This design comes from an exercise in tuning for a short achievable clock period and few clock cycles on the open sky130 flow, not from production work.
In this exercise RTL edits were held to simulation tests only and were not proved equivalent to the original.
Power is estimated from default activity; no workload was simulated.

==> design.v <==
`timescale 1ns/100ps
module insn_dec (
    input  logic [7:0]  ib,
    output logic [17:0] f,
    output logic        ldm
);
    logic [3:0] op;
    logic wr, ua, ub, mem, ld, st, out, hlt, immf, is_in;
    logic k_add, k_and, k_or, k_not, k_b, addb, sub, cin;
    assign op    = ib[7:4];
    assign ldm   = (op == 4'hC);
    assign ld    = (op == 4'hA);
    assign st    = (op == 4'hB);
    assign out   = (op == 4'h9);
    assign hlt   = (op == 4'hD);
    assign is_in = (op == 4'h8);
    assign immf  = ldm || is_in;
    assign mem   = ld || st;
    assign k_add = (op == 4'h2) || (op == 4'h3) || (op == 4'h7);
    assign k_and = (op == 4'h4);
    assign k_or  = (op == 4'h5);
    assign k_not = (op == 4'h6);
    assign k_b   = (op == 4'h1) || immf;
    assign addb  = (op == 4'h2) || (op == 4'h3);
    assign sub   = (op == 4'h3);
    assign cin   = (op == 4'h3) || (op == 4'h7);
    assign wr    = k_add || k_and || k_or || k_not || k_b || ld;
    assign ua    = k_add || k_and || k_or || k_not || st || out;
    assign ub    = (op == 4'h1) || addb || k_and || k_or;
    assign f = {cin, sub, addb, k_b, k_not, k_or, k_and, k_add,
                is_in, immf, hlt, out, st, ld, mem, ub, ua, wr};
endmodule
module insn_conflict (
    input  logic [7:0]  oj,
    input  logic [17:0] fj,
    input  logic [7:0]  os,
    input  logic [17:0] fs,
    output logic        c,
    output logic        wa,    
    output logic        wb     
);
    localparam int F_WR = 0, F_UA = 1, F_UB = 2, F_MEM = 3, F_ST = 5,
                   F_OUT = 6, F_HLT = 7, F_IMM = 8;
    logic wn;
    assign wn = fj[F_WR] && !fj[F_IMM];
    assign c  = (wn && ((fs[F_UA] && os[3:2] == oj[3:2]) ||
                        ((fs[F_UB] || fs[F_MEM]) && os[1:0] == oj[3:2]))) ||
                (fj[F_OUT] && fs[F_OUT]) || fj[F_HLT] || (fj[F_ST] && fs[F_MEM]);
    assign wa = fj[F_WR] && os[3:2] == oj[3:2];
    assign wb = fj[F_WR] && os[1:0] == oj[3:2];
endmodule
module alignk #(
    parameter int K = 4,
    parameter int W = 12
) (
    input  logic [W-1:0][7:0] wb,
    input  logic [W-1:0]      wl,
    input  logic [W-1:0]      start,
    output logic [K-1:0][7:0] rec_op,
    output logic [K-1:0][7:0] rec_imm,
    output logic [W-1:0]      next
);
    logic [K:0][W-1:0] q;
    always_comb begin
        q[0] = start;
        for (int k = 0; k < K; k++) begin
            for (int i = 0; i < W; i++) begin
                q[k+1][i] = ((i >= 1) ? (q[k][(i+W-1)%W] & !wl[(i+W-1)%W]) : 1'b0) |
                            ((i >= 2) ? (q[k][(i+W-2)%W] &  wl[(i+W-2)%W]) : 1'b0);
            end
        end
        for (int k = 0; k < K; k++) begin
            rec_op[k]  = 8'd0;
            rec_imm[k] = 8'd0;
            for (int i = 0; i < W - 1; i++) begin
                rec_op[k]  = rec_op[k]  | ({8{q[k][i]}} & wb[i]);
                rec_imm[k] = rec_imm[k] | ({8{q[k][i]}} & wb[i+1]);
            end
        end
        next = q[K];
    end
endmodule
module fetch_stage #(
    parameter int N = 12
) (
    input  logic             clk,
    input  logic             rst,
    input  logic             prog_we,
    input  logic [7:0]       prog_addr,
    input  logic [7:0]       prog_data,
    input  logic             st_low,    
    output logic [63:0]      row_oh,
    input  logic [31:0]      row_a,
    input  logic [31:0]      row_b,
    input  logic [27:0][7:0] head_data,
    output logic [3:0][7:0]  q_op,
    output logic [3:0][7:0]  q_imm,
    output logic [3:0][17:0] q_f,
    output logic [3:0][8:0]  q_c,       
    output logic [3:0]       q_avail,   
    output logic             q_hold,
    input  logic [4:0]       n_oh       
);
    logic [27:0][7:0] fresh;
    logic [27:0]      fresh_l;
    always_comb begin
        for (int i = 0; i < 28; i++) begin
            if (rst && prog_we && prog_addr == 8'(i)) fresh[i] = prog_data;
            else                                      fresh[i] = head_data[i];
            fresh_l[i] = (fresh[i][7:4] == 4'hC);
        end
    end
    logic [19:0][7:0] hb;
    logic [19:0]      hl;
    logic [7:0][7:0]  hr_op, hr_imm, hn_op, hn_imm;
    logic [19:0]      hn_next;
    logic [3:0]       hr_o;
    logic [2:0]       hr_row;      
    alignk #(.K(8), .W(20)) u_alh (.wb(hb), .wl(hl), .start(20'd1),
                                   .rec_op(hn_op), .rec_imm(hn_imm), .next(hn_next));
    always_ff @(posedge clk) begin
        hb     <= fresh[19:0];
        hl     <= fresh_l[19:0];
        hr_op  <= hn_op;
        hr_imm <= hn_imm;
        hr_o   <= hn_next[11:8] | hn_next[15:12] | {3'd0, hn_next[16]};
        hr_row <= {hn_next[16], |hn_next[15:12], |hn_next[11:8]};
    end
    logic       lw_now, lw1, lw2;
    logic [1:0] dcnt;
    logic       init;
    assign lw_now = (rst && prog_we && prog_addr < 8'd20) || st_low;
    assign init   = rst || (dcnt == 2'd1);
    assign q_hold = (dcnt != 2'd0);
    always_ff @(posedge clk) begin
        lw1 <= lw_now;
        lw2 <= lw1;
        if (rst)                dcnt <= (lw_now || lw1 || lw2) ? 2'd3 : 2'd0;
        else if (dcnt != 2'd0) dcnt <= dcnt - 2'd1;
    end
    logic [11:0][7:0] wb;
    logic [11:0]      wl;
    logic [3:0]       o;
    logic [63:0]      nr;
    assign row_oh = nr;
    logic [7:0][7:0] mrow;
    logic [7:0]      mrow_l;
    assign mrow = {row_b, row_a};
    always_comb begin
        for (int i = 0; i < 8; i++) mrow_l[i] = (mrow[i][7:4] == 4'hC);
    end
    logic [3:0][7:0] rec_op, rec_imm;
    logic [11:0]     nxt;
    logic            shift2;
    alignk #(.K(4), .W(12)) u_al (.wb(wb), .wl(wl), .start({8'd0, o}),
                                  .rec_op(rec_op), .rec_imm(rec_imm), .next(nxt));
    assign shift2 = |nxt[11:8];
    logic [3:0][7:0] s_op, s_imm;
    logic            sv;
    logic [N-1:0][7:0]  iq_op;
    logic [N-1:0][7:0]  iq_imm;
    logic [N-1:0][17:0] iq_f;
    logic [N-1:0][8:0]  iq_c;
    logic [N-1:0]       h, t;
    logic [N:1]         cth;    
    logic [N+4:1]       cdn;
    logic               acc;    
    logic               adv;    
    assign acc     = sv && !cth[N-3];
    assign adv     = !sv || acc;
    assign q_avail = cth[4:1];
    always_ff @(posedge clk) begin
        if (init) begin
            o  <= hr_o;
            sv <= 1'b1;
            for (int k = 0; k < 4; k++) begin
                s_op[k]  <= hr_op[k + 4];
                s_imm[k] <= hr_imm[k + 4];
            end
            for (int i = 0; i < 12; i++) begin
                if (hr_row[0]) begin
                    wb[i] <= fresh[i + 8];
                    wl[i] <= fresh_l[i + 8];
                end else if (hr_row[1]) begin
                    wb[i] <= fresh[i + 12];
                    wl[i] <= fresh_l[i + 12];
                end else begin
                    wb[i] <= fresh[i + 16];
                    wl[i] <= fresh_l[i + 16];
                end
            end
            nr <= hr_row[0] ? (64'd1 << 5) : hr_row[1] ? (64'd1 << 6) : (64'd1 << 7);
        end else if (adv) begin
            o  <= nxt[7:4] | nxt[11:8];
            sv <= 1'b1;
            s_op  <= rec_op;
            s_imm <= rec_imm;
            if (shift2) begin
                nr <= {nr[61:0], nr[63:62]};
                for (int i = 0; i < 4; i++) begin
                    wb[i]     <= wb[i + 8];
                    wl[i]     <= wl[i + 8];
                    wb[i + 4] <= mrow[i];
                    wl[i + 4] <= mrow_l[i];
                    wb[i + 8] <= mrow[i + 4];
                    wl[i + 8] <= mrow_l[i + 4];
                end
            end else begin
                nr <= {nr[62:0], nr[63]};
                for (int i = 0; i < 4; i++) begin
                    wb[i]     <= wb[i + 4];
                    wl[i]     <= wl[i + 4];
                    wb[i + 4] <= wb[i + 8];
                    wl[i + 4] <= wl[i + 8];
                    wb[i + 8] <= mrow[i];
                    wl[i + 8] <= mrow_l[i];
                end
            end
        end
    end
    logic [3:0][7:0]  w_op, w_imm;
    logic [3:0][17:0] w_f;
    logic [3:0]       w_unused;
    logic [3:0][8:0]  w_c;
    logic [2:0][7:0]  prv_op;
    logic [2:0][17:0] prv_f;
    logic [6:0][7:0]  seq_op;
    logic [6:0][17:0] seq_f;
    always_comb begin
        for (int k = 0; k < 4; k++) begin
            w_op[k]  = init ? hr_op[k]  : s_op[k];
            w_imm[k] = init ? hr_imm[k] : s_imm[k];
        end
    end
    for (genvar k = 0; k < 4; k++) begin : g_dec
        insn_dec u_dec (.ib(w_op[k]), .f(w_f[k]), .ldm(w_unused[k]));
    end
    always_comb begin
        for (int i = 0; i < 3; i++) begin
            seq_op[i] = prv_op[i];
            seq_f[i]  = init ? 18'd0 : prv_f[i];
        end
        for (int k = 0; k < 4; k++) begin
            seq_op[3+k] = w_op[k];
            seq_f[3+k]  = w_f[k];
        end
    end
    for (genvar k = 0; k < 4; k++) begin : g_conf
        for (genvar d = 1; d <= 3; d++) begin : g_d
            insn_conflict u_c (.oj(seq_op[3+k-d]), .fj(seq_f[3+k-d]),
                               .os(seq_op[3+k]), .fs(seq_f[3+k]), .c(w_c[k][d-1]),
                               .wa(w_c[k][d+2]), .wb(w_c[k][d+5]));
        end
    end
    always_ff @(posedge clk) begin
        if (init || acc) begin
            for (int i = 0; i < 3; i++) begin
                prv_op[i] <= w_op[i+1];
                prv_f[i]  <= w_f[i+1];
            end
        end
    end
    always_comb begin
        cdn = '0;
        for (int k = 0; k <= 4; k++) begin
            if (n_oh[k]) cdn = cdn | ({4'd0, cth} >> k);
        end
    end
    always_ff @(posedge clk) begin
        if (init) begin
            h   <= N'(1);
            t   <= N'(1) << 4;
            cth <= N'(4'hF);
        end else begin
            h <= ({N{n_oh[0]}} & h) | ({N{n_oh[1]}} & {h[N-2:0], h[N-1]}) |
                 ({N{n_oh[2]}} & {h[N-3:0], h[N-1:N-2]}) |
                 ({N{n_oh[3]}} & {h[N-4:0], h[N-1:N-3]}) |
                 ({N{n_oh[4]}} & {h[N-5:0], h[N-1:N-4]});
            if (acc) t <= {t[N-5:0], t[N-1:N-4]};
            cth <= acc ? {cdn[N-4:1], 4'hF} : cdn[N:1];
        end
    end
    always_ff @(posedge clk) begin
        for (int i = 0; i < N; i++) begin
            for (int k = 0; k < 4; k++) begin
                if ((init && i == k) || (!init && acc && t[(i + N - k) % N])) begin
                    iq_op[i]  <= w_op[k];
                    iq_imm[i] <= w_imm[k];
                    iq_f[i]   <= w_f[k];
                    iq_c[i]   <= w_c[k];
                end
            end
        end
    end
    always_comb begin
        for (int s = 0; s < 4; s++) begin
            q_op[s]  = '0;
            q_imm[s] = '0;
            q_f[s]   = '0;
            q_c[s]   = '0;
            for (int i = 0; i < N; i++) begin
                if (h[(i + N - s) % N]) begin
                    q_op[s]  = q_op[s]  | iq_op[i];
                    q_imm[s] = q_imm[s] | iq_imm[i];
                    q_f[s]   = q_f[s]   | iq_f[i];
                    q_c[s]   = q_c[s]   | iq_c[i];
                end
            end
        end
    end
endmodule
`timescale 1ns/100ps
module decode_stage (
    input  logic             clk,
    input  logic             rst,
    input  logic [7:0]       in_port,
    input  logic [3:0][7:0]  q_op,
    input  logic [3:0][7:0]  q_imm,
    input  logic [3:0][17:0] q_f,
    input  logic [3:0][8:0]  q_c,
    input  logic [3:0]       q_avail,
    input  logic             q_hold,
    input  logic [3:0][7:0]  r,
    output logic [4:0]       n_oh,
    output logic [3:0][6:0]  b_selA,
    output logic [3:0][7:0]  b_selBp,
    output logic [3:0][7:0]  b_selBn,
    output logic [3:0]       b_cin,
    output logic [3:0][7:0]  b_imm,
    output logic [3:0][21:0] b_w,
    output logic [15:0]      b_rh0,
    output logic [15:0]      b_rl0,
    output logic [15:0]      b_rh1,
    output logic [15:0]      b_rl1,
    output logic [15:0]      b_wh,
    output logic [15:0]      b_wl,
    output logic             b_st,
    output logic [3:0]       b_stsel,
    output logic             b_out,
    output logic [3:0]       b_outsel,
    output logic             b_hlt
);
    localparam int F_WR = 0, F_UA = 1, F_UB = 2, F_MEM = 3, F_LD = 4, F_ST = 5,
                   F_OUT = 6, F_HLT = 7, F_IMM = 8, F_IN = 9, F_KADD = 10, F_KB = 14,
                   F_SUB = 16, F_CIN = 17;
    logic            halted;
    logic [3:0]      ok;
    logic [3:0]      iss;
    logic [3:0]      mem;
    logic [3:0][7:0] immv;
    logic [3:0]      pw;
    logic [3:0][3:0] kw;        
    logic [3:0][6:0] sa, sb;
    logic [3:0]      inb;       
    logic [3:0]      p0, p1;    
    logic [3:0]      wait_a;    
    logic [3:0][7:0] addr;
    logic [3:0][7:0] cur;
    logic [3:0]      stale;
    always_comb begin
        for (int k = 0; k < 4; k++) begin
            cur[k] = (kw[k] == 4'd0) ? r[k] : 8'd0;
            for (int s = 0; s < 4; s++) cur[k] = cur[k] | ({8{kw[k][s]}} & b_imm[s]);
            stale[k] = pw[k] && (kw[k] == 4'd0);
        end
    end
    always_comb begin
        logic [1:0] nm;
        nm = 2'd0;
        for (int s = 0; s < 4; s++) begin
            immv[s] = q_f[s][F_IN] ? in_port : q_imm[s];
        end
        for (int s = 0; s < 4; s++) begin
            sa[s]   = 7'd1 << q_op[s][3:2];
            sb[s]   = 7'd1 << q_op[s][1:0];
            inb[s]  = 1'b0;
            addr[s] = cur[q_op[s][1:0]];
            for (int d = 3; d >= 1; d--) begin
                if (d <= s) begin
                    if (q_c[s][2+d]) sa[s] = 7'd1 << (4 + s - d);
                    if (q_c[s][5+d]) begin
                        sb[s]   = 7'd1 << (4 + s - d);
                        inb[s]  = 1'b1;
                        addr[s] = immv[s-d];
                    end
                end
            end
            wait_a[s] = !inb[s] && stale[q_op[s][1:0]];
            p0[s] = (nm == 2'd0);
            p1[s] = (nm == 2'd1);
            if (mem[s]) nm = nm + 2'd1;
        end
    end
    always_comb begin
        for (int s = 0; s < 4; s++) mem[s] = q_f[s][F_MEM];
        ok[0] = q_avail[0] && !halted && !q_hold && !(mem[0] && wait_a[0]);
        ok[1] = q_avail[1] && !q_c[1][0] && !(mem[1] && wait_a[1]);
        ok[2] = q_avail[2] && !q_c[2][0] && !q_c[2][1] && !(mem[2] && mem[0] && mem[1]) &&
                !(mem[2] && wait_a[2]);
        ok[3] = q_avail[3] && !q_c[3][0] && !q_c[3][1] && !q_c[3][2] &&
                !(mem[3] && ((mem[0] && mem[1]) || (mem[0] && mem[2]) || (mem[1] && mem[2]))) &&
                !(mem[3] && wait_a[3]);
        iss[0] = ok[0];
        iss[1] = iss[0] && ok[1];
        iss[2] = iss[1] && ok[2];
        iss[3] = iss[2] && ok[3];
        n_oh = {iss[3], iss[2] && !iss[3], iss[1] && !iss[2], iss[0] && !iss[1], !iss[0]};
    end
    always_ff @(posedge clk) begin
        if (rst) begin
            halted <= 1'b0;
            b_st   <= 1'b0;
            b_out  <= 1'b0;
            b_hlt  <= 1'b0;
            pw     <= 4'd0;
            for (int k = 0; k < 4; k++) begin
                b_w[k] <= 22'd0;
                kw[k]  <= 4'd0;
            end
        end else begin
            logic any_hlt, any_st, any_out;
            logic [21:0] w;
            any_hlt = 1'b0;
            any_st  = 1'b0;
            any_out = 1'b0;
            for (int s = 0; s < 4; s++) begin
                if (iss[s] && q_f[s][F_HLT]) any_hlt = 1'b1;
                if (iss[s] && q_f[s][F_ST])  any_st  = 1'b1;
                if (iss[s] && q_f[s][F_OUT]) any_out = 1'b1;
            end
            b_hlt <= any_hlt;
            b_st  <= any_st;
            b_out <= any_out;
            if (any_hlt) halted <= 1'b1;
            for (int k = 0; k < 4; k++) begin
                w = 22'd0;
                pw[k] <= 1'b0;
                kw[k] <= 4'd0;
                for (int s = 0; s < 4; s++) begin
                    if (iss[s] && q_f[s][F_WR] && q_op[s][3:2] == 2'(k)) begin
                        w = 22'd0;
                        if (q_f[s][F_LD]) begin
                            w[20] = p0[s];
                            w[21] = p1[s];
                        end else begin
                            for (int kd = 0; kd < 5; kd++) w[5*s + kd] = q_f[s][F_KADD + kd];
                        end
                        pw[k] <= 1'b1;
                        kw[k] <= q_f[s][F_IMM] ? (4'd1 << s) : 4'd0;
                    end
                end
                b_w[k] <= w;
            end
        end
    end
    always_ff @(posedge clk) begin
        logic [7:0] a0, a1, aw;
        a0 = 8'd0;
        a1 = 8'd0;
        aw = 8'd0;
        for (int s = 0; s < 4; s++) begin
            b_selA[s]  <= sa[s];
            b_selBp[s] <= (q_f[s][F_UB] && !q_f[s][F_SUB]) ? {1'b0, sb[s]} :
                          q_f[s][F_IMM] ? 8'h80 : 8'h00;
            b_selBn[s] <= q_f[s][F_SUB] ? {1'b0, sb[s]} : 8'h00;
            b_cin[s]   <= q_f[s][F_CIN];
            b_imm[s]   <= immv[s];
            b_stsel[s]  <= iss[s] && q_f[s][F_ST];
            b_outsel[s] <= iss[s] && q_f[s][F_OUT];
            if (mem[s] && p0[s]) a0 = addr[s];
            if (mem[s] && p1[s]) a1 = addr[s];
        end
        for (int s = 3; s >= 0; s--) begin
            if (q_f[s][F_ST]) aw = addr[s];
        end
        b_rh0 <= 16'd1 << a0[7:4];
        b_rl0 <= 16'd1 << a0[3:0];
        b_rh1 <= 16'd1 << a1[7:4];
        b_rl1 <= 16'd1 << a1[3:0];
        b_wh  <= 16'd1 << aw[7:4];
        b_wl  <= 16'd1 << aw[3:0];
    end
endmodule
`timescale 1ns/100ps
module add8 (
    input  logic [7:0] a,
    input  logic [7:0] b,
    input  logic       cin,
    output logic [7:0] s
);
    logic [8:0] g0, p0, g1, p1, g2, p2, g3;
    always_comb begin
        g0[0] = cin;
        p0[0] = 1'b0;
        for (int i = 0; i < 8; i++) begin
            g0[i+1] = a[i] & b[i];
            p0[i+1] = a[i] ^ b[i];
        end
        for (int i = 0; i < 9; i++) begin
            if (i >= 1) begin
                g1[i] = g0[i] | (p0[i] & g0[i-1]);
                p1[i] = p0[i] & p0[i-1];
            end else begin
                g1[i] = g0[i];
                p1[i] = p0[i];
            end
        end
        for (int i = 0; i < 9; i++) begin
            if (i >= 2) begin
                g2[i] = g1[i] | (p1[i] & g1[i-2]);
                p2[i] = p1[i] & p1[i-2];
            end else begin
                g2[i] = g1[i];
                p2[i] = p1[i];
            end
        end
        for (int i = 0; i < 9; i++) begin
            if (i >= 4) g3[i] = g2[i] | (p2[i] & g2[i-4]);
            else        g3[i] = g2[i];
        end
        for (int i = 0; i < 8; i++) begin
            s[i] = p0[i+1] ^ g3[i];
        end
    end
endmodule
module execute_stage (
    input  logic             clk,
    input  logic             rst,
    input  logic [3:0][6:0]  b_selA,
    input  logic [3:0][7:0]  b_selBp,
    input  logic [3:0][7:0]  b_selBn,
    input  logic [3:0]       b_cin,
    input  logic [3:0][7:0]  b_imm,
    input  logic [3:0][21:0] b_w,
    input  logic             b_st,
    input  logic [3:0]       b_stsel,
    input  logic             b_out,
    input  logic [3:0]       b_outsel,
    input  logic             b_hlt,
    input  logic [7:0]       rd_data0,
    input  logic [7:0]       rd_data1,
    output logic [7:0]       wr_data,
    output logic [3:0][7:0]  r_out,
    output logic             wr_en,
    output logic             hlt,
    output logic [7:0]       out_port
);
    logic [3:0][7:0]      r;
    logic [6:0][7:0]      src;
    logic [3:0][7:0]      a, bb, sum;
    logic [3:0][4:0][7:0] val;
    always_comb begin
        for (int k = 0; k < 4; k++) src[k] = r[k];
        for (int j = 0; j < 3; j++) src[4+j] = b_imm[j];
        for (int s = 0; s < 4; s++) begin
            a[s]  = 8'd0;
            bb[s] = {8{b_selBp[s][7]}} & b_imm[s];
            for (int k = 0; k < 7; k++) begin
                if (k < 4 + s) begin
                    a[s]  = a[s]  | ({8{b_selA[s][k]}}  & src[k]);
                    bb[s] = bb[s] | ({8{b_selBp[s][k]}} & src[k]) | ({8{b_selBn[s][k]}} & ~src[k]);
                end
            end
        end
    end
    for (genvar s = 0; s < 4; s++) begin : g_add
        add8 u_add (.a(a[s]), .b(bb[s]), .cin(b_cin[s]), .s(sum[s]));
    end
    always_comb begin
        for (int s = 0; s < 4; s++) begin
            val[s][0] = sum[s];
            val[s][1] = a[s] & bb[s];
            val[s][2] = a[s] | bb[s];
            val[s][3] = ~a[s];
            val[s][4] = bb[s];
        end
        wr_data = 8'd0;
        for (int s = 0; s < 4; s++) wr_data = wr_data | ({8{b_stsel[s]}} & a[s]);
    end
    assign wr_en = b_st;
    assign r_out = r;
    always_ff @(posedge clk) begin
        logic [7:0] v;
        for (int k = 0; k < 4; k++) begin
            v = ({8{b_w[k][20]}} & rd_data0) | ({8{b_w[k][21]}} & rd_data1);
            for (int s = 0; s < 4; s++) begin
                for (int kd = 0; kd < 5; kd++) begin
                    v = v | ({8{b_w[k][5*s+kd]}} & val[s][kd]);
                end
            end
            if (b_w[k] != 22'd0) r[k] <= v;
        end
    end
    always_ff @(posedge clk) begin
        if (rst) begin
            hlt      <= 1'b0;
            out_port <= 8'd0;
        end else begin
            if (b_hlt) hlt <= 1'b1;
            if (b_out) begin
                out_port <= ({8{b_outsel[0]}} & a[0]) | ({8{b_outsel[1]}} & a[1]) |
                            ({8{b_outsel[2]}} & a[2]) | ({8{b_outsel[3]}} & a[3]);
            end
        end
    end
endmodule
`timescale 1ns/100ps
module dec4 (
    input  logic [3:0]  a,
    output logic [15:0] y
);
    assign y = 16'd1 << a;
endmodule
module cpu_mem (
    input  logic             clk,
    input  logic             rst,
    input  logic             prog_we,
    input  logic [7:0]       prog_addr,
    input  logic [7:0]       prog_data,
    input  logic [63:0]      row_oh,
    output logic [31:0]      row_a,
    output logic [31:0]      row_b,
    output logic [27:0][7:0] head_data,
    input  logic [15:0]      rd_h0,
    input  logic [15:0]      rd_l0,
    output logic [7:0]       rd_data0,
    input  logic [15:0]      rd_h1,
    input  logic [15:0]      rd_l1,
    output logic [7:0]       rd_data1,
    input  logic [15:0]      wr_h,
    input  logic [15:0]      wr_l,
    input  logic [7:0]       wr_data,
    input  logic             wr_en
);
    logic [255:0][7:0] ram;
    logic [7:0]  wd;
    logic        we;
    logic [15:0] pa_hi, pa_lo, wa_hi, wa_lo;
    dec4 u_pdh (.a(prog_addr[7:4]), .y(pa_hi));
    dec4 u_pdl (.a(prog_addr[3:0]), .y(pa_lo));
    assign wa_hi = rst ? pa_hi : wr_h;
    assign wa_lo = rst ? pa_lo : wr_l;
    assign wd    = rst ? prog_data : wr_data;
    assign we    = rst ? prog_we   : wr_en;
    always_ff @(posedge clk) begin
        for (int i = 0; i < 256; i++) begin
            if (we && wa_hi[i / 16] && wa_lo[i % 16]) ram[i] <= wd;
        end
    end
    logic [63:0] row_oh_b;
    logic [31:0] sel_e, sel_o;
    logic [31:0] row_e, row_o;
    logic        nr_even;
    assign row_oh_b = {row_oh[62:0], row_oh[63]};
    always_comb begin
        row_e   = 32'd0;
        row_o   = 32'd0;
        nr_even = 1'b0;
        for (int i = 0; i < 32; i++) begin
            sel_e[i] = row_oh[2*i]   | row_oh_b[2*i];
            sel_o[i] = row_oh[2*i+1] | row_oh_b[2*i+1];
            nr_even  = nr_even | row_oh[2*i];
            row_e = row_e | ({32{sel_e[i]}} &
                             {ram[8*i+3], ram[8*i+2], ram[8*i+1], ram[8*i]});
            row_o = row_o | ({32{sel_o[i]}} &
                             {ram[8*i+7], ram[8*i+6], ram[8*i+5], ram[8*i+4]});
        end
        row_a = nr_even ? row_e : row_o;
        row_b = nr_even ? row_o : row_e;
        for (int i = 0; i < 28; i++) begin
            head_data[i] = ram[i];
        end
    end
    logic [15:0] r0_hi, r0_lo, r1_hi, r1_lo;
    assign r0_hi = rd_h0;
    assign r0_lo = rd_l0;
    assign r1_hi = rd_h1;
    assign r1_lo = rd_l1;
    always_comb begin
        logic [7:0] l0, l1;
        rd_data0 = 8'd0;
        rd_data1 = 8'd0;
        for (int h = 0; h < 16; h++) begin
            l0 = 8'd0;
            l1 = 8'd0;
            for (int l = 0; l < 16; l++) begin
                l0 = l0 | ({8{r0_lo[l]}} & ram[16*h+l]);
                l1 = l1 | ({8{r1_lo[l]}} & ram[16*h+l]);
            end
            rd_data0 = rd_data0 | ({8{r0_hi[h]}} & l0);
            rd_data1 = rd_data1 | ({8{r1_hi[h]}} & l1);
        end
    end
endmodule
`timescale 1ns/100ps
module cpu_top (
    input  logic               clk,
    input  logic               rst,
    input  logic [8-1:0] in_port,
    input  logic               prog_we,
    input  logic [8-1:0] prog_addr,
    input  logic [8-1:0] prog_data,
    output logic               hlt,
    output logic [8-1:0] out_port
);
    logic [63:0]      row_oh;
    logic [31:0]      row_a, row_b;
    logic [27:0][7:0] head_data;
    logic             st_low;
    logic [7:0]       rd_data0, rd_data1, wr_data;
    logic [3:0][7:0]  r_out;
    logic [15:0]      b_rh0, b_rl0, b_rh1, b_rl1, b_wh, b_wl;
    logic             wr_en;
    logic [3:0][7:0]  q_op, q_imm;
    logic [3:0][17:0] q_f;
    logic [3:0][8:0]  q_c;
    logic [3:0]       q_avail;
    logic             q_hold;
    logic [4:0]       n_oh;
    logic [3:0][6:0]  b_selA;
    logic [3:0][7:0]  b_selBp, b_selBn, b_imm;
    logic [3:0]       b_cin;
    logic [3:0][21:0] b_w;
    logic             b_st, b_out, b_hlt;
    logic [3:0]       b_stsel, b_outsel;
    assign st_low = b_st && (b_wh[0] || b_wh[1]);
    fetch_stage u_fetch (
        .clk(clk), .rst(rst),
        .prog_we(prog_we), .prog_addr(prog_addr), .prog_data(prog_data), .st_low(st_low),
        .row_oh(row_oh), .row_a(row_a), .row_b(row_b), .head_data(head_data),
        .q_op(q_op), .q_imm(q_imm), .q_f(q_f), .q_c(q_c), .q_avail(q_avail), .q_hold(q_hold),
        .n_oh(n_oh)
    );
    decode_stage u_issue (
        .clk(clk), .rst(rst), .in_port(in_port),
        .q_op(q_op), .q_imm(q_imm), .q_f(q_f), .q_c(q_c), .q_avail(q_avail), .q_hold(q_hold),
        .r(r_out), .n_oh(n_oh),
        .b_selA(b_selA), .b_selBp(b_selBp), .b_selBn(b_selBn), .b_cin(b_cin), .b_imm(b_imm),
        .b_w(b_w), .b_rh0(b_rh0), .b_rl0(b_rl0), .b_rh1(b_rh1), .b_rl1(b_rl1),
        .b_wh(b_wh), .b_wl(b_wl),
        .b_st(b_st), .b_stsel(b_stsel), .b_out(b_out), .b_outsel(b_outsel), .b_hlt(b_hlt)
    );
    execute_stage u_exec (
        .clk(clk), .rst(rst),
        .b_selA(b_selA), .b_selBp(b_selBp), .b_selBn(b_selBn), .b_cin(b_cin), .b_imm(b_imm),
        .b_w(b_w),
        .b_st(b_st), .b_stsel(b_stsel), .b_out(b_out), .b_outsel(b_outsel), .b_hlt(b_hlt),
        .rd_data0(rd_data0), .rd_data1(rd_data1),
        .wr_data(wr_data), .wr_en(wr_en), .r_out(r_out),
        .hlt(hlt), .out_port(out_port)
    );
    cpu_mem u_mem (
        .clk(clk), .rst(rst), .prog_we(prog_we), .prog_addr(prog_addr), .prog_data(prog_data),
        .row_oh(row_oh), .row_a(row_a), .row_b(row_b), .head_data(head_data),
        .rd_h0(b_rh0), .rd_l0(b_rl0), .rd_data0(rd_data0),
        .rd_h1(b_rh1), .rd_l1(b_rl1), .rd_data1(rd_data1),
        .wr_h(b_wh), .wr_l(b_wl), .wr_data(wr_data), .wr_en(wr_en)
    );
endmodule
==> run.sh <==
#!/bin/bash
# synth_recipe.tcl (not shown) runs the flow's synth.tcl, then flattens the netlist and writes it again
# the make line also repeats each setting of config.mk as NAME=value (left out here)
make -C /OpenROAD-flow-scripts/flow DESIGN_CONFIG=/design/flow/config.mk WORK_HOME=/design/flow/orfs CLKGATE_MAP_FILE= SYNTH_SCRIPT=/design/flow/synth_recipe.tcl finish
==> config.mk <==
export PLATFORM = sky130hd
export DESIGN_NAME = cpu_top
export DESIGN_NICKNAME = cpu_top
export VERILOG_FILES = /design/flow/design.v
export SDC_FILE = /design/flow/constraint.sdc
export NUM_CORES = 4
export LEC_CHECK = 0
export ABC_CLOCK_PERIOD_IN_PS = 3000
export CAP_MARGIN = 20
export CORE_MARGIN = 2
export CORE_UTILIZATION = 25
export SETUP_SLACK_MARGIN = 2.5
export SLEW_MARGIN = 20
==> constraint.sdc <==
create_clock -name core_clock -period 6.0 [get_ports {clk}]
set_input_delay 1.2000 -clock core_clock [delete_from_list [all_inputs] [get_ports {clk}]]
set_output_delay 1.2000 -clock core_clock [all_outputs]
set_load 0.01 [all_outputs]
==> results of run 1 <==
==> logic make-up after synthesis <==
logic type,count (synthesis),share of synthesized area (%)
AO/OA/AOI/OAI,7660,30.1
XOR/XNOR,64,0.297
adder cells (fa/ha/maj),74,0.510
buffers and inverters,2122,4.37
flip-flops,3433,51.1
multiplexers,419,2.29
AND/OR/NAND/NOR,4550,11.3
==> power by group through the flow <==
stage	clock, W	combinational [W]	sequential (W)
after detailed placement	0	0.0900	0.0364
after global placement	0	0.0909	0.0366
after floorplan	0	0.0345	0.0318
after CTS	0.0286	0.107	0.0348
==> synth_stat cells (all sizes together) (25+ instances only) <==
library cell	n	area, µm²
a211o	64	561
a211oi	208	1560
a21oi	772	3870
a221o	41	410
a221oi	1309	11500
a222oi	162	1620
a22o	1229	10800
a22oi	1942	14600
a31oi	168	1050
and2	47	294
and3	112	701
and4	32	280
buf	466	2040
clkbuf	1452	5450
dfxtp	646	12900
edfxtp	2787	83700
ha	69	863
inv	197	739
mux2	110	1240
mux2i	309	3090
nand2	1494	5620
nand2b	46	288
nand3	459	2310
nand4	623	3930
nor2	1208	4540
nor2b	61	382
nor3	158	828
nor4	77	507
o211ai	349	2620
o21a	25	188
o21ai	980	4900
o221ai	96	841
o22ai	93	582
o31ai	33	248
or2	79	494
or3	66	413
or4	42	315
xnor2	51	447
==> routing by layer <==
metal | GRT overflow | global-route usage (%)
met1 | 0 | 70.6
met2 | 1 | 82.2
met4 | 0 | 64.1
met3 | 0 | 58.3
met5 | 0 | 40.6
==> worst max path at each step <==
| stage | from | endpoint | slack (ps) | cells after the start |
|---|---|---|---|---|
| 2_1_floorplan | rst | u_fetch.iq_c[27]$_DFFE_PP_ | -600 | 10 |
| 3_3_place_gp | prog_addr[6] | u_mem.ram[1243]$_DFFE_PP_ | 260 | 8 |
| 3_5_place_dp | prog_addr[6] | u_fetch.wb[8]$_DFFE_PP_ | 380 | 10 |
| 4_1_cts | u_fetch.nr[48]$_SDFFCE_PN0P_ | u_fetch.wb[47]$_DFFE_PP_ | 1940 | 12 |
==> metrics by stage <==
stage | hold slack (ps) | power (W)
4_1_cts | 323 | 0.170
3_3_place_gp | 315 | 0.127
3_5_place_dp | 314 | 0.126
2_1_floorplan | 310 | 0.0662
==> what timing repair did <==
action / in CTS
cloned: 54
gates resized for setup: 1780
endpoints found under the setup margin: 2651
pin swaps: 518
buffers inserted: 955
==> results.cfg, run 1 <==
[cts]
cts_hold_buf = 0
cts_max_level = 5
numClockSinks = 3433
clk_path_buf_depth = 4
clockRootBuffer = sky130_fd_sc_hd__clkbuf_16
cts-buffers-inserted = 430

[yosys]
dominantRegCellSynth = sky130_fd_sc_hd__edfxtp_1
synth.net_count = 18400
syn-mean-instance-area_um2 = 10.3
asyncSetResetFlopFracSynth_pct = 0
yosysSeqAreaShare_pct = 51.1
postSynthCellCount = 18300
syn_area_um2 = 189000
postSynthRegisterBits = 3433
synth_cell_types = 95
yosys_warnings = 7
synth_enable_flop_cells = 2787

[outcome]
outcome = did not finish
stop_stage = 5_1_grt
error_message = [ERROR GRT-0232] Routing congestion too high. Check the congestion heatmap in the GUI.

[place]
routabilityCongestion = 1.31
placement.setup.worst_slack_ps = 383
post_dp_cell_area_um2 = 215000
post-dp-hpwl_um = 1750000
placed_cells = 28500
port_buffers = 35

[grt]
grt.total_usage_pct = 69.5
grt_max_degree = 101
grt_overflow = 1

[die]
dieWidth_um = 873
dieHeight_um = 873
floorplan.io_pins = 36
initial_utilization_pct = 25.1
num_rows = 319
Testbench counts, summed over its fixed seeds: cycles 15,685.
==> run 2: changes to the inputs <==
--- a/design.v
+++ b/design.v
@@ -45,7 +45,7 @@
     assign wn = fj[F_WR] && !fj[F_IMM];
     assign c  = (wn && ((fs[F_UA] && os[3:2] == oj[3:2]) ||
                         ((fs[F_UB] || fs[F_MEM]) && os[1:0] == oj[3:2]))) ||
-                (fj[F_OUT] && fs[F_OUT]) || fj[F_HLT] || (fj[F_ST] && fs[F_MEM]);
+                (fj[F_OUT] && fs[F_OUT]) || fj[F_HLT] || (fj[F_MEM] && fs[F_MEM]);
     assign wa = fj[F_WR] && os[3:2] == oj[3:2];
     assign wb = fj[F_WR] && os[1:0] == oj[3:2];
 endmodule
@@ -677,20 +677,17 @@
     assign r1_hi = rd_h1;
     assign r1_lo = rd_l1;
     always_comb begin
-        logic [7:0] l0, l1;
+        logic [7:0] l0;
         rd_data0 = 8'd0;
-        rd_data1 = 8'd0;
         for (int h = 0; h < 16; h++) begin
             l0 = 8'd0;
-            l1 = 8'd0;
             for (int l = 0; l < 16; l++) begin
                 l0 = l0 | ({8{r0_lo[l]}} & ram[16*h+l]);
-                l1 = l1 | ({8{r1_lo[l]}} & ram[16*h+l]);
             end
             rd_data0 = rd_data0 | ({8{r0_hi[h]}} & l0);
-            rd_data1 = rd_data1 | ({8{r1_hi[h]}} & l1);
         end
     end
+    assign rd_data1 = 8'd0;
 endmodule
 `timescale 1ns/100ps
 module cpu_top (
--- a/config.mk
+++ b/config.mk
@@ -8,6 +8,6 @@
 export ABC_CLOCK_PERIOD_IN_PS = 3000
 export CAP_MARGIN = 20
 export CORE_MARGIN = 2
-export CORE_UTILIZATION = 25
+export CORE_UTILIZATION = 14
 export SETUP_SLACK_MARGIN = 2.5
 export SLEW_MARGIN = 20
==> run 2 against run 1 <==
Now fails the layout checks on capacitance limit, slew limit. Synthesized area is 7.0% lower. Synthesized cell count down 11%.
==> results.cfg, run 2 <==
[yosys]
netlist_top_cells_area = sky130_fd_sc_hd__edfxtp_1, sky130_fd_sc_hd__a22oi_1, sky130_fd_sc_hd__dfxtp_1
asyncSetResetFlopFracSynth_pct = 0
syn_area_um2 = 176000
synth.net_count = 16500
yosysSeqAreaShare_pct = 54.6
dominantRegCellSynth = sky130_fd_sc_hd__edfxtp_1
yosys_warnings = 7
yosysMostFrequentCell = sky130_fd_sc_hd__edfxtp_1
syn-mean-instance-area_um2 = 10.7
yosys-top-cells-count = sky130_fd_sc_hd__edfxtp_1, sky130_fd_sc_hd__a22oi_1, sky130_fd_sc_hd__nand2_1
synthDominantAreaCellType = sky130_fd_sc_hd__edfxtp_1
postSynthCellCount = 16400
synth_enable_flop_cells = 2787
postSynthRegisterBits = 3401
yosysTopAreaCellShare_pct = 47.6
synth_cell_types = 96

[power_and_ir_drop]
power.internal_w = 0.0868
p_comb_share_pct = 64.2
power.ir.vdd_worst_mv = 0.546
sw_frac_of_total_pct = 54.3
pd_cells_nw_per_um2 = 730
pwr-share-seq_pct = 18.7
share_clk_of_total_power_pct = 17.1
total_switching_power_w = 0.103
p_leak_nw = 89.3

[sta]
setup_violations = 0
finalClockSkew_ps = 210
fmax_mhz = 232
finalHoldViolations = 0
finalCriticalPeriod_ps = 4320
tightest_slew_ps = 1500
slew-limit-headroom_pct = -0.873
unrepaired_setup_endpoints_after_global_routing = yes
period_share_pct = 71.9
holdWs_ps = 325
final-max-slew-violation-count = 5

[die]
core_area_um2 = 1250000
dieHeight_um = 1120
initial_utilization_pct = 14.0
design.die.area_um2 = 1260000
num_rows = 411
floorplan.io_pins = 36
dieWidth_um = 1120

[drt]
detailroute.via_count = 196000
number_of_drc_markers_after_the_initial_detailed_route_iteration = 32400
via_per_inst = 5.40
postRouteWirelength_um = 2190000
routed_wire_length_per_instance_um = 60.5
drc_errors = 0
drtAntennaViolNets = 0
first_pass_iteration_count_of_the_detailed_router = 11

[hold_path]
timing.hold.worst.class = flop to flop

[cts]
cts_tree = yes
cts_max_level = 5
clkTransAtPathRegs_ps = 60
clockRootBuffer = sky130_fd_sc_hd__clkbuf_16
numClockSinks = 3401
cts_hold_buf = 0
clkLatencyLatePin_ps = 1300
clk_path_buf_depth = 5
cts-buffers-inserted = 489

[cells_and_area]
number_of_flip_flops_under_the_largest_register_name = 2048
regArea_um2 = 96200
final_common_cell = sky130_fd_sc_hd__edfxtp_1
biggestRegsByFlops = u_mem.ram: 2048 flops, u_fetch.iq_f: 192 flops, u_fetch.hb: 128 flops
layout.filler_cells = 135000
multi_input_comb_area_um2 = 84500
nNetsFinal = 19000
fin_area_um2 = 260000
layout_common_cells = sky130_fd_sc_hd__edfxtp_1, sky130_fd_sc_hd__buf_4, sky130_fd_sc_hd__a22oi_1
post_layout_nonfiller_instances = 36200
post_route_cells_drive_above_1_share_pct = 34.8
synthToLayoutAreaGrowth_pct = 48.2
largest_register = u_mem.ram

[place]
post-dp-hpwl_um = 1670000
post_dp_cell_area_um2 = 214000
routabilityCongestion = 1.07
placed_cells = 33900
port_buffers = 35

[grt]
grt_overflow = 0
antenna_found_initial = 458
grt_max_degree = 97
first_global_vias = 176000
grt.total_usage_pct = 33.1
global_route_wire_length_before_repair_um = 2610000

[run]
cap_viol_max_count = 2

[worst_setup_path]
timing.setup.critical_path_class = flop to flop
largest_fanout_on_the_critical_path = 6
cp-end-kind = flop
worst_ep_arrival_time_ps = 5080
cp.required_ps = 6760
critical_path.startpoint_type = flop

[outcome]
violated_checks = capacitance limit, slew limit
outcome = failed layout checks
## run 2: cell types whose count changed after synthesis, moves of 71 or more
cell	change
sky130_fd_sc_hd__a22oi_1	-289
sky130_fd_sc_hd__a221oi_1	-320
sky130_fd_sc_hd__mux2i_1	+108
sky130_fd_sc_hd__o21ai_0	-113
sky130_fd_sc_hd__nand2_1	-82
sky130_fd_sc_hd__o211ai_1	-71
sky130_fd_sc_hd__clkbuf_1	-205
sky130_fd_sc_hd__nand3_1	-110
sky130_fd_sc_hd__buf_1	-90
sky130_fd_sc_hd__a22o_1	-398
sky130_fd_sc_hd__nand4_1	-149
## run 2: area by class of cell
type	instances	area share (%)
timing repair buffer	3729	15.5
antenna	150	0.144
clock buffer	585	5.06
inverter	239	0.377
tap	16700	8.04
sequential	3401	37.0
multi-input combinational	11100	32.5
clock inverter	330	1.47
## run 2: layer usage
metal  wire length, µm  global-route usage (%)  vias to the layer above  share of wire [%]
li1                  -                       -                    71500                  -
met1            941000                    43.9                   108000                 43
met2            914000                    48.9                    13600                 42
met3            209000                    10.7                     2989                9.5
met4            126000                    14.8                      148                5.8
met5              1920                   0.267                        -              0.088
## run 2: path summary, 6_finish.rpt
kind | start | to | slack (ps) | depth (start not counted)
worst min-delay path | u_fetch.hb[0]$_DFF_P_ | u_fetch.hr_op[0]$_DFF_P_ | 330 | 0
worst max-delay path | u_issue.b_rl0[0]$_SDFF_PP0_ | u_exec.r[26]$_DFFE_PP_ | 1680 | 12
worst max register to register | u_issue.b_rl0[0]$_SDFF_PP0_ | u_exec.r[26]$_DFFE_PP_ | 1680 | 12
worst min register to register | u_fetch.hb[0]$_DFF_P_ | u_fetch.hr_op[0]$_DFF_P_ | 330 | 0
## run 2: critical path: stages, from the launching register on
cell and delay, ps:
sky130_fd_sc_hd__dfxtp_4 530, sky130_fd_sc_hd__buf_16 260, sky130_fd_sc_hd__buf_16 150, sky130_fd_sc_hd__buf_8 130, sky130_fd_sc_hd__buf_4 160, sky130_fd_sc_hd__a22o_1 200
sky130_fd_sc_hd__a221oi_1 220, sky130_fd_sc_hd__nand4_1 800, sky130_fd_sc_hd__a221oi_1 580, sky130_fd_sc_hd__nand4_1 240, sky130_fd_sc_hd__buf_12 240, sky130_fd_sc_hd__nand2_2 60
sky130_fd_sc_hd__nand4_1 250
## run 2: logic make-up after synthesis
family | count (synthesis) | share of synthesized area (%)
muxes | 560 | 3.29
buffers and inverters | 1892 | 4.16
AOI/OAI and AO/OA | 6317 | 26.4
DFF | 3401 | 54.6
xor gates and xnor gates | 72 | 0.359
adders and majority gates | 74 | 0.548
and+or+nand+nor | 4052 | 10.6
## run 2: power by group through the flow
stage	clock, W	combinational [W]	sequential (W)
detailed placement	0	0.0909	0.0364
global placement	0	0.0922	0.0366
CTS	0.0330	0.111	0.0353
finish	0.0325	0.122	0.0355
global route	0.0336	0.121	0.0355
floorplan	0	0.0313	0.0318
## run 2: repair_timing
item / CTS / global route
setup buffers: 883 / 325
pin swaps: 556 / 537
hold endpoints to repair: 0 / 0
gates resized for setup: 2346 / 1292
cloned: 64 / 19
endpoints found under the setup margin: 3601 / 992
## run 2: metrics by stage
step	setup WS, ps	power (W)	util, %	TNS (ps)
2_1_floorplan	-789	0.0631	-	-499190
3_3_place_gp	-193	0.129	17.0	-1490
3_5_place_dp	515	0.127	17.1	0
4_1_cts	1920	0.179	20.1	0
5_1_grt	1900	0.190	20.8	0
6_report	1680	0.190	20.8	0
Testbench counts of run 2, summed over its fixed seeds: cycles 15,934.
==> run 3: changes to the inputs <==
--- a/design.v
+++ b/design.v
@@ -45,7 +45,7 @@
     assign wn = fj[F_WR] && !fj[F_IMM];
     assign c  = (wn && ((fs[F_UA] && os[3:2] == oj[3:2]) ||
                         ((fs[F_UB] || fs[F_MEM]) && os[1:0] == oj[3:2]))) ||
-                (fj[F_OUT] && fs[F_OUT]) || fj[F_HLT] || (fj[F_MEM] && fs[F_MEM]);
+                (fj[F_OUT] && fs[F_OUT]) || fj[F_HLT] || (fj[F_ST] && fs[F_MEM]);
     assign wa = fj[F_WR] && os[3:2] == oj[3:2];
     assign wb = fj[F_WR] && os[1:0] == oj[3:2];
 endmodule
@@ -648,25 +648,14 @@
         end
     end
     logic [63:0] row_oh_b;
-    logic [31:0] sel_e, sel_o;
-    logic [31:0] row_e, row_o;
-    logic        nr_even;
     assign row_oh_b = {row_oh[62:0], row_oh[63]};
     always_comb begin
-        row_e   = 32'd0;
-        row_o   = 32'd0;
-        nr_even = 1'b0;
-        for (int i = 0; i < 32; i++) begin
-            sel_e[i] = row_oh[2*i]   | row_oh_b[2*i];
-            sel_o[i] = row_oh[2*i+1] | row_oh_b[2*i+1];
-            nr_even  = nr_even | row_oh[2*i];
-            row_e = row_e | ({32{sel_e[i]}} &
-                             {ram[8*i+3], ram[8*i+2], ram[8*i+1], ram[8*i]});
-            row_o = row_o | ({32{sel_o[i]}} &
-                             {ram[8*i+7], ram[8*i+6], ram[8*i+5], ram[8*i+4]});
+        row_a = 32'd0;
+        row_b = 32'd0;
+        for (int r = 0; r < 64; r++) begin
+            row_a = row_a | ({32{row_oh[r]}}   & {ram[4*r+3], ram[4*r+2], ram[4*r+1], ram[4*r]});
+            row_b = row_b | ({32{row_oh_b[r]}} & {ram[4*r+3], ram[4*r+2], ram[4*r+1], ram[4*r]});
         end
-        row_a = nr_even ? row_e : row_o;
-        row_b = nr_even ? row_o : row_e;
         for (int i = 0; i < 28; i++) begin
             head_data[i] = ram[i];
         end
@@ -677,17 +666,20 @@
     assign r1_hi = rd_h1;
     assign r1_lo = rd_l1;
     always_comb begin
-        logic [7:0] l0;
+        logic [7:0] l0, l1;
         rd_data0 = 8'd0;
+        rd_data1 = 8'd0;
         for (int h = 0; h < 16; h++) begin
             l0 = 8'd0;
+            l1 = 8'd0;
             for (int l = 0; l < 16; l++) begin
                 l0 = l0 | ({8{r0_lo[l]}} & ram[16*h+l]);
+                l1 = l1 | ({8{r1_lo[l]}} & ram[16*h+l]);
             end
             rd_data0 = rd_data0 | ({8{r0_hi[h]}} & l0);
+            rd_data1 = rd_data1 | ({8{r1_hi[h]}} & l1);
         end
     end
-    assign rd_data1 = 8'd0;
 endmodule
 `timescale 1ns/100ps
 module cpu_top (
--- a/config.mk
+++ b/config.mk
@@ -8,6 +8,6 @@
 export ABC_CLOCK_PERIOD_IN_PS = 3000
 export CAP_MARGIN = 20
 export CORE_MARGIN = 2
-export CORE_UTILIZATION = 14
+export CORE_UTILIZATION = 17
 export SETUP_SLACK_MARGIN = 2.5
 export SLEW_MARGIN = 20
==> run 3 against run 2 <==
The run now fails in 5_1_grt. Synthesized area rose by 13%. Synthesized cell count increased by 19%.
==> results.cfg, run 3 <==
[cts]
cts_hold_buf = 0
clockRootBuffer = sky130_fd_sc_hd__clkbuf_16
numClockSinks = 3433
cts_max_level = 5
cts-buffers-inserted = 405
clk_path_buf_depth = 5

[die]
num_rows = 396
dieHeight_um = 1080
initial_utilization_pct = 17.0
floorplan.io_pins = 36
dieWidth_um = 1080

[outcome]
outcome = did not finish
error_message = [ERROR GRT-0232] Routing congestion too high. Check the congestion heatmap in the GUI.
stop_stage = 5_1_grt

[place]
post-dp-hpwl_um = 1390000
routabilityCongestion = 1.23
port_buffers = 35
placed_cells = 34500
placement.setup.worst_slack_ps = 231

[yosys]
yosys_warnings = 7
yosys-top-cells-count = sky130_fd_sc_hd__edfxtp_1, sky130_fd_sc_hd__a221oi_1, sky130_fd_sc_hd__a22o_1
yosysSeqAreaShare_pct = 48.8
dominantRegCellSynth = sky130_fd_sc_hd__edfxtp_1
synth_cell_types = 93
synth_enable_flop_cells = 2787
syn-mean-instance-area_um2 = 10.2
synth.net_count = 19500
yosysMostFrequentCell = sky130_fd_sc_hd__edfxtp_1
postSynthCellCount = 19400
netlist_top_cells_area = sky130_fd_sc_hd__edfxtp_1, sky130_fd_sc_hd__a221oi_1, sky130_fd_sc_hd__a22o_1
asyncSetResetFlopFracSynth_pct = 0
postSynthRegisterBits = 3433
synthDominantAreaCellType = sky130_fd_sc_hd__edfxtp_1
syn_area_um2 = 198000
yosysTopAreaCellShare_pct = 42.3

[grt]
grt_overflow = 5
grt_max_degree = 129
grt.total_usage_pct = 36.3
## run 3: cell types whose count changed after synthesis, moves of 51 or more
cell	change
sky130_fd_sc_hd__clkbuf_1	+212
sky130_fd_sc_hd__mux2i_1	-51
sky130_fd_sc_hd__nand2_1	+111
sky130_fd_sc_hd__a221oi_1	+969
sky130_fd_sc_hd__a22oi_1	+130
sky130_fd_sc_hd__a22o_1	+969
sky130_fd_sc_hd__nand3_1	+141
sky130_fd_sc_hd__nand4_1	+174
sky130_fd_sc_hd__o21ai_0	+177
sky130_fd_sc_hd__o211ai_1	-51
sky130_fd_sc_hd__buf_1	+175
sky130_fd_sc_hd__a21oi_1	+54
## run 3: cell families after synthesis
logic type	synth area share, %
multiplexers	2.46
XOR/XNOR	0.243
adder cells (fa/ha/maj)	0.486
flip-flops	48.8
AO/OA/AOI/OAI	33.0
AND/OR/NAND/NOR	10.6
buffers and inverters	4.42
## run 3: power groups by stage
stage	Sequential, W	Clock [W]	Combinational [W]
2_1_floorplan	0.0316	0	0.0355
3_3_place_gp	0.0353	0	0.0674
3_5_place_dp	0.0354	0	0.0675
4_1_cts	0.0338	0.0266	0.0822
## run 3: timing repair
action                                   CTS
endpoints found under the setup margin  5030
cloned                                   107
resized for setup                       1783
setup buffers                            918
pin swaps                                421
## run 3: per-stage QoR
stage | cell area, µm² | utilization (%) | hold WS, ps
2_1_floorplan | 198000 | - | 310
3_3_place_gp | 226000 | 19.4 | 317
3_5_place_dp | 226000 | 19.4 | 312
4_1_cts | 259000 | 22.3 | 277
## run 3: worst max path at each step
stage	end	slack, ps	cells after the start
floorplan	u_fetch.cth[4]$_SDFF_PP1_	-720	9
global placement	u_fetch.wl[4]$_DFFE_PP_	-70	15
detailed placement	u_fetch.wl[0]$_DFFE_PP_	230	15
CTS	u_issue.b_w[3]$_SDFF_PP0_	2020	14
## run 3: routing by layer
layer | track usage (%) | overflow
met2 | 43.1 | 0
met4 | 35.0 | 0
met1 | 35.9 | 0
met5 | 19.2 | 0
met3 | 30.9 | 5
Testbench counts of run 3, summed over its fixed seeds: cycles 15,685.

what the ideal ports hide:
The flow's constraints put no driver on any port. The routed layout listed below was extracted and timed again, unchanged, in two steps. Step 1 (the two cells are an assumption about what drives the block):
set clk [get_ports {clk}]
set_driving_cell -lib_cell sky130_fd_sc_hd__clkbuf_16 $clk
set_driving_cell -lib_cell sky130_fd_sc_hd__buf_2 [delete_from_list [all_inputs] $clk]
Step 2 adds t to the input delays and takes it off the output delays; t is the mean of the earliest and latest rising clock arrival at the registers after step 1. Input paths then give back, and output paths get back, about the clock's delay inside the block. a / b / c = no drivers / after step 1 / after step 2; a / b = the first two.
run: run 2
shift t [ns]: 1.333
setup slack, ns: 1.683 / 1.683 / 1.146
clock arrival spread, ns: 0.210 / 0.210
For run 2, drivers alone change the setup slack by 0.000 ns; drivers and shift together by -0.537 ns.
